Context: an optimization exercise on an open-source flow, tuned for small area. The choices shown serve that exercise and are no tape-out recipe.
In this exercise RTL edits were held to simulation tests only and were not proved equivalent to the original.
No activity file was given, so power comes from the tool's default toggle rates.

===== run.sh =====
#!/bin/bash
# synth_recipe.tcl (not shown) runs the flow's synth.tcl, then flattens the netlist and writes it again
# the make line also repeats each setting of config.mk as NAME=value (left out here)
make -C /OpenROAD-flow-scripts/flow DESIGN_CONFIG=/design/flow/config.mk WORK_HOME=/design/flow/orfs CLKGATE_MAP_FILE= SYNTH_SCRIPT=/design/flow/synth_recipe.tcl finish

===== config.mk =====
export PLATFORM = sky130hd
export DESIGN_NAME = dot_product_top
export DESIGN_NICKNAME = dot_product_top
export VERILOG_FILES = /design/flow/design.v
export SDC_FILE = /design/flow/constraint.sdc
export NUM_CORES = 4
export LEC_CHECK = 0
export CAP_MARGIN = 20
export CORE_MARGIN = 2
export CORE_UTILIZATION = 40
export SLEW_MARGIN = 20

===== constraint.sdc =====
create_clock -name core_clock -period 6.0 [get_ports {clk}]
set_input_delay 1.2000 -clock core_clock [delete_from_list [all_inputs] [get_ports {clk}]]
set_output_delay 1.2000 -clock core_clock [all_outputs]
set_load 0.01 [all_outputs]

===== design.v =====
package dot_pkg;
    localparam int group_nb    = 4;    
    localparam int num_width   = 16;   
    localparam int fract_width = 8;    
    localparam int mac_latency = 2;    
    localparam int add_latency = 5;    
    localparam int group_width   = group_nb * num_width;
    localparam int product_width = 2 * num_width;
    typedef logic signed [num_width-1:0] num_t;
    typedef logic [group_width-1:0] group_t;
    typedef logic signed [product_width-1:0] product_t;
    typedef struct packed {
        logic   valid;    
        logic   last;     
        group_t data;     
        group_t weight;   
    } beat_t;
    typedef struct packed {
        logic valid;
        logic last;
    } tag_t;
    typedef enum logic {
        acc_idle,
        acc_run
    } acc_state_t;
endpackage
module group_mac (
    input  logic            clk,
    input  logic            reset,
    input  dot_pkg::beat_t  up_beat,
    output dot_pkg::group_t mac_data,
    output dot_pkg::tag_t   mac_tag
);
    dot_pkg::tag_t    tag_r;      
    dot_pkg::group_t  data_r;     
    dot_pkg::group_t  weight_r;   
    dot_pkg::num_t     data_lane   [dot_pkg::group_nb];
    dot_pkg::num_t     weight_lane [dot_pkg::group_nb];
    dot_pkg::product_t product     [dot_pkg::group_nb];
    dot_pkg::group_t   scaled;       
    always_ff @(posedge clk) begin
        if (reset) begin
            tag_r <= '0;
        end else begin
            tag_r.valid <= up_beat.valid;
            tag_r.last  <= up_beat.last;
        end
    end
    always_ff @(posedge clk) begin
        data_r   <= up_beat.data;
        weight_r <= up_beat.weight;
    end
    always_comb begin
        for (int i = 0; i < dot_pkg::group_nb; i++) begin
            data_lane[i]   = data_r[i*dot_pkg::num_width +: dot_pkg::num_width];
            weight_lane[i] = weight_r[i*dot_pkg::num_width +: dot_pkg::num_width];
        end
    end
    always_comb begin
        for (int i = 0; i < dot_pkg::group_nb; i++) begin
            product[i] = dot_pkg::product_t'(data_lane[i]) *
                         dot_pkg::product_t'(weight_lane[i]);
        end
    end
    always_comb begin
        for (int i = 0; i < dot_pkg::group_nb; i++) begin
            scaled[i*dot_pkg::num_width +: dot_pkg::num_width] =
                product[i][dot_pkg::fract_width +: dot_pkg::num_width];
        end
    end
    always_ff @(posedge clk) begin
        mac_data <= scaled;
    end
    always_ff @(posedge clk) begin
        if (reset) begin
            mac_tag <= '0;
        end else begin
            mac_tag <= tag_r;   
        end
    end
endmodule
module group_add (
    input  logic            clk,
    input  dot_pkg::group_t up_data,
    output dot_pkg::num_t   dn_data
);
    function automatic dot_pkg::num_t lane(input dot_pkg::group_t g, input int idx);
        lane = g[idx*dot_pkg::num_width +: dot_pkg::num_width];
    endfunction
    function automatic dot_pkg::num_t add_wrap(input dot_pkg::num_t a, input dot_pkg::num_t b);
        add_wrap = a + b;
    endfunction
    dot_pkg::group_t up_data_r;         
    dot_pkg::num_t   pair_sum  [2];     
    dot_pkg::num_t   pair_hold [2];     
    dot_pkg::num_t   total;             
    always_ff @(posedge clk) begin
        up_data_r <= up_data;
    end
    always_ff @(posedge clk) begin
        pair_sum[0] <= add_wrap(lane(up_data_r, 0), lane(up_data_r, 1));
        pair_sum[1] <= add_wrap(lane(up_data_r, 2), lane(up_data_r, 3));
    end
    always_ff @(posedge clk) begin
        pair_hold[0] <= pair_sum[0];
        pair_hold[1] <= pair_sum[1];
    end
    always_ff @(posedge clk) begin
        total   <= add_wrap(pair_hold[0], pair_hold[1]);
        dn_data <= total;   
    end
endmodule
module dot_accumulate (
    input  logic          clk,
    input  logic          reset,
    input  dot_pkg::tag_t mac_tag,
    input  dot_pkg::num_t sum,
    output logic          dn_valid,
    output dot_pkg::num_t dn_data
);
    logic [dot_pkg::add_latency-1:0] valid_pipe;   
    logic [dot_pkg::add_latency-1:0] last_pipe;
    dot_pkg::tag_t tag_al;                            
    always_ff @(posedge clk) begin
        if (reset) begin
            valid_pipe <= '0;
            last_pipe  <= '0;
        end else begin
            valid_pipe <= {valid_pipe[dot_pkg::add_latency-2:0], mac_tag.valid};
            last_pipe  <= {last_pipe[dot_pkg::add_latency-2:0], mac_tag.last};
        end
    end
    assign tag_al.valid = valid_pipe[dot_pkg::add_latency-1];
    assign tag_al.last  = last_pipe[dot_pkg::add_latency-1];
    dot_pkg::acc_state_t state;
    dot_pkg::acc_state_t state_next;
    dot_pkg::num_t       total;        
    dot_pkg::num_t       total_next;
    always_comb begin
        if (state == dot_pkg::acc_idle) begin
            total_next = sum;
        end else begin
            total_next = total + sum;   
        end
    end
    always_comb begin
        state_next = state;
        if (tag_al.valid) begin
            if (tag_al.last) begin
                state_next = dot_pkg::acc_idle;
            end else begin
                state_next = dot_pkg::acc_run;
            end
        end
    end
    always_ff @(posedge clk) begin
        if (reset) begin
            state    <= dot_pkg::acc_idle;
            dn_valid <= 1'b0;
        end else begin
            state    <= state_next;
            dn_valid <= tag_al.valid && tag_al.last;   
        end
    end
    always_ff @(posedge clk) begin
        if (tag_al.valid) begin
            total <= total_next;
        end
        if (tag_al.valid && tag_al.last) begin
            dn_data <= total_next;
        end
    end
endmodule
module dot_product_unit (
    input  logic           clk,
    input  logic           reset,
    input  dot_pkg::beat_t up_beat,
    output logic           dn_valid,
    output dot_pkg::num_t  dn_data
);
    dot_pkg::group_t mac_data;   
    dot_pkg::tag_t   mac_tag;    
    dot_pkg::num_t   beat_sum;   
    group_mac group_mac_i (
        .clk      (clk),
        .reset    (reset),
        .up_beat  (up_beat),
        .mac_data (mac_data),
        .mac_tag  (mac_tag)
    );
    group_add group_add_i (
        .clk     (clk),
        .up_data (mac_data),
        .dn_data (beat_sum)
    );
    dot_accumulate dot_accumulate_i (
        .clk      (clk),
        .reset    (reset),
        .mac_tag  (mac_tag),
        .sum      (beat_sum),
        .dn_valid (dn_valid),
        .dn_data  (dn_data)
    );
endmodule
module dot_product_top (
    input  logic        clk,
    input  logic        reset,
    input  logic        up_valid,
    input  logic        up_last,
    input  logic [63:0] up_data,
    input  logic [63:0] up_weight,
    output logic        dn_valid,
    output logic [15:0] dn_data
);
    dot_pkg::beat_t up_beat;
    assign up_beat.valid  = up_valid;
    assign up_beat.last   = up_last;
    assign up_beat.data   = up_data;
    assign up_beat.weight = up_weight;
    dot_product_unit dot_product_unit_i (
        .clk      (clk),
        .reset    (reset),
        .up_beat  (up_beat),
        .dn_valid (dn_valid),
        .dn_data  (dn_data)
    );
endmodule

==> run notes <==
[cells in the mapped netlist, drive strengths merged (29+ instances only)]
cell and n:
clkbuf 129, nor2b 34, dfxtp 368, nor2 93, edfxtp 32, and2 442
xnor2 155, nand2 467, o21ai 38, a21oi 70, ha 340, inv 1006
fa 748, nor3 29, xor2 34
[where the power goes]
part	internal (mW)	switching, mW
clock network	1.82	1.27
logic	10.0	11.4
registers	4.02	0.463
total	15.9	13.2
[logic make-up (layout without fill, tap and decap cells)]
family	Yosys count	count (layout)	synth area share (%)
simple gates	1144	1144	14.0
fa+ha+maj	1088	1088	47.2
mux	15	15	0.412
flops	400	400	20.5
compound gates	203	203	3.30
buf+inv	1136	1354	10.5
xor+xnor	189	189	4.07
[registers in the layout, summed over array words and instances, names as in the netlist]
name and flops:
dot_product_unit_i.group_mac_i.data_r 64, dot_product_unit_i.group_mac_i.weight_r 64, dot_product_unit_i.dot_accumulate_i.total 16, dot_product_unit_i.dot_accumulate_i.valid_pipe 5
dot_product_unit_i.group_add_i.pair_hold 32, dot_product_unit_i.group_add_i.total 16, dot_product_unit_i.dot_accumulate_i.dn_valid 1, dot_product_unit_i.group_mac_i.mac_tag 2
dot_product_unit_i.group_add_i.pair_sum 32, dot_product_unit_i.group_mac_i.mac_data 64, dot_product_unit_i.group_add_i.up_data_r 64, dot_product_unit_i.dot_accumulate_i.last_pipe 5
dot_product_unit_i.dot_accumulate_i.dn_data 16, dot_product_unit_i.group_add_i.dn_data 16, dot_product_unit_i.group_mac_i.tag_r 2, dot_product_unit_i.dot_accumulate_i.state 1
[path summary, 6_finish.rpt]
path / startpoint / end / slack (ps)
min: dot_product_unit_i.group_mac_i.mac_data[16] / dot_product_unit_i.group_add_i.up_data_r[16] / 310
min reg2reg: dot_product_unit_i.group_mac_i.mac_data[16] / dot_product_unit_i.group_add_i.up_data_r[16] / 310
max reg2reg: dot_product_unit_i.group_mac_i.weight_r[52] / dot_product_unit_i.group_mac_i.mac_data[63] / 300
max: dot_product_unit_i.group_mac_i.weight_r[52] / dot_product_unit_i.group_mac_i.mac_data[63] / 300
[layout make-up]
class / instances / share of cell area [%]
Inverter: 1006 / 8.21
Multi-Input combinational cell: 2639 / 61.1
Sequential cell: 400 / 18.2
Tap cell: 1368 / 3.72
Clock inverter: 27 / 0.772
Clock buffer: 62 / 2.90
Timing Repair Buffer: 259 / 5.03
[routing by layer]
layer / wire [microns] / up-vias / share of wire (%)
met3: 2790 / 144 / 3.2
met4: 2720 / 0 / 3.1
li1: - / 12600 / -
met5: 0 / - / 0
met2: 44200 / 405 / 51
met1: 37100 / 13200 / 43
[worst max-delay path: cells and delay by family (launching register included)]
| kind | cells | cell delay (ps) |
|---|---|---|
| adders and majority gates | 7 | 3320 |
| and+or+nand+nor | 3 | 580 |
| DFF | 1 | 380 |
| buffers and inverters | 5 | 380 |
| AOI/OAI and AO/OA | 5 | 840 |
| xor gates and xnor gates | 1 | 80 |
[timing repair]
item                       CTS  global route
resized for setup            0            51
setup buffers                0             0
hold endpoints to repair     0             0
setup endpoints to repair    0            17
[cells in the final DEF, fill, tap and decap left out, drive strengths merged, types with 38 or more instances in the layout]
cell           Yosys  final
buf                1    111
fa               748    748
ha               340    340
inv             1006   1016
clkbuf           129     62
and2             442    442
dfxtp            368    368
a21oi             70     70
clkdlybuf4s50      0    148
nor2              93     93
xnor2            155    155
nand2            467    467
o21ai             38     38
==> summary.md <==
* **Most Used Layer, Global Route** met2
* **data arrival time at the worst-slack endpoint** 6210 ps
* **share of the core filled with cells in the final layout** 45.4%
* **number of fill cells** 9791
* **maximum VDD drop** 693 uV
* **area used by multi-input combinational logic** 28100 sq um
* **CP cell instances** buf_4 > and2_1 > fa_1 > inv_1 > fa_1 > fa_1 > inv_1 > fa_1 > fa_1 > inv_1 > fa_1 > inv_1 > ha_1 > a21o_1 > a21oi_2 > nor2_1 > a21oi_1 > o311ai_2 > or3_1 > a31oi_1 > xnor2_1
* **residual DRC count** 0
* **path depth of the worst reg2reg path** 21
* **antenna violations before repair** 0
* **register area** 8390 sq um
* **met1 capacity usage during global routing** 22.4%
* **count of flip-flops with a built-in enable after synthesis** 32
* **share of the synthesized area in the top cell type** 36.8%
* **number of global-route vias before repair** 28.3k
* **crit-path max cell delay** 550 ps
* **synthesized instance count** 4175
* **LEAKAGE** 22.5 nW
* **Non-Filler Instances** 5761
* **peak clock frequency supported by timing** 176 MHz
* **dpl ws** 33.9 ps
* **hold_ws** 309 ps
* **cell area power density** 630 nW/um^2
* **Worst Slack Setup Final** 305 ps
* **largest net degree at the start of global routing** 19
* **number of top-level design ports** 149
* **Clock Sinks** 400
* **post-synthesis area per instance** 9.75 sq um
* **number of slew-limit violations in the final report** 0
* **DRT iter0 DRCs** 1085
* **area of the die** 104000 sq um
* **area leader, netlist** sky130_fd_sc_hd__fa_1
* **post-synth net total** 5395
* **overflow left after global routing** 0
* **detailed-route wire length** 86700 microns
* **site row count** 117
* **cell at the root of the clock tree** sky130_fd_sc_hd__clkbuf_16
* **max cap viols** 0
* **result of the run** finished clean
* **number of synthesized register bits** 400
* **post-synthesis cell type count** 58
* **All-Layer GR Usage** 17.7%
* **Hold/Removal Path Class** reg2reg
* **cell types occupying the most area after synthesis** sky130_fd_sc_hd__fa_1 (37%), sky130_fd_sc_hd__dfxtp_1 (18%), sky130_fd_sc_hd__ha_1 (10%)
* **final layout net count** 5575
* **worst setup skew after layout** 36.5 ps
* **slowest stage cell on the critical path** sky130_fd_sc_hd__fa_1
* **total number of yosys warnings** 8
* **launching element type of the critical path** flip-flop
* **final number of hold-violating endpoints** 0
* **GRT met2 Usage** 31.4%
* **post-layout min period** 5700 ps
* **type of element capturing the critical path** flip-flop
* **estimated wirelength of the detail-placed design** 71700 microns
* **pin slew with the least headroom to its limit** 844 ps
* **Clk pin slew, worst setup/hold paths** 60 ps
* **Data required, critical path** 6520 ps
* **Area growth syn-to-layout** 13.0%
* **global-route wire length before repair** 146000 microns
* **unrepaired setup endpoints after global routing** no
* **cell with the most instances on the worst path** sky130_fd_sc_hd__fa_1
* **total power after layout** 29.0 mW
* **number of buffers inserted during clock tree synthesis** 49
* **hold_buf cts** 0
* **critical path type** reg2reg
* **fraction of final layout cells with drive strength greater than 1** 6.17%
* **final std cell area, no fill** 46000 sq um
* **antenna cell count** 0
* **Top FF cell, synth** sky130_fd_sc_hd__dfxtp_1
* **Via-to-Cell Ratio** 4.58
* **Post-Place Cell Area** 44200 sq um
* **final worst path period share** 94.9%
* **met3 GRT Util** 2.04%
* **TritonCTS clock tree** yes
* **number of buffers added on ports** 148
* **part of the Yosys area used for sequential elements** 20.5%
* **1st-pass router iterations** 7
* **vertical extent of the die** 323 microns
* **clock buffer depth** 3
* **final setup violating endpoints** 0
* **final estimated routing congestion in global placement** 0.845
* **number of levels in the clock H-tree** 2
* **largest fanout on the critical path** 10
* **worst skew pair latency** 640 ps
* **total via count after detailed routing** 26.4k
* **Post-Syn Area** 40700 sq um
* **async set or reset register ratio after synthesis** 0%
* **average wire length per cell after detail routing** 15.1 microns
* **effective utilization at floorplan** 40.2%
* **post-route antenna net violation count** 0
* **core area** 101000 sq um
* **Die Span X** 323 microns
* **Relative slew margins** 43.6%
* **Hold Path Stages** 0
* **setup TNS** 0 ps
* **# placed instances** 5672

-- afterwards: timing with drivers on the ports --
The flow's constraints put no driver on any port. The routed layout listed below was extracted and timed again, unchanged, in two steps. Step 1, drivers: a clkbuf_16 drives clk and a buf_2 each remaining input, both assumed. Step 2 adds t to the input delays and takes it off the output delays; t is the mean of the earliest and latest rising clock arrival at the registers after step 1. Input paths then give back, and output paths get back, about the clock's delay inside the block. Three values: ideal ports, drivers, drivers and shift; two values: the first two.
shift t [ns]: 0.686
setup WS [ns]: 0.304 / 0.304 / 0.304
worst hold slack (ns): 0.309 / 0.309 / 0.309
worst setup path after step 2: register to register
slew at the worst register clock pin (ns): 0.07 / 0.07
After both steps this run still meets setup and hold. For this run, drivers alone change the setup slack by 0.000 ns; drivers and shift together by 0.000 ns.
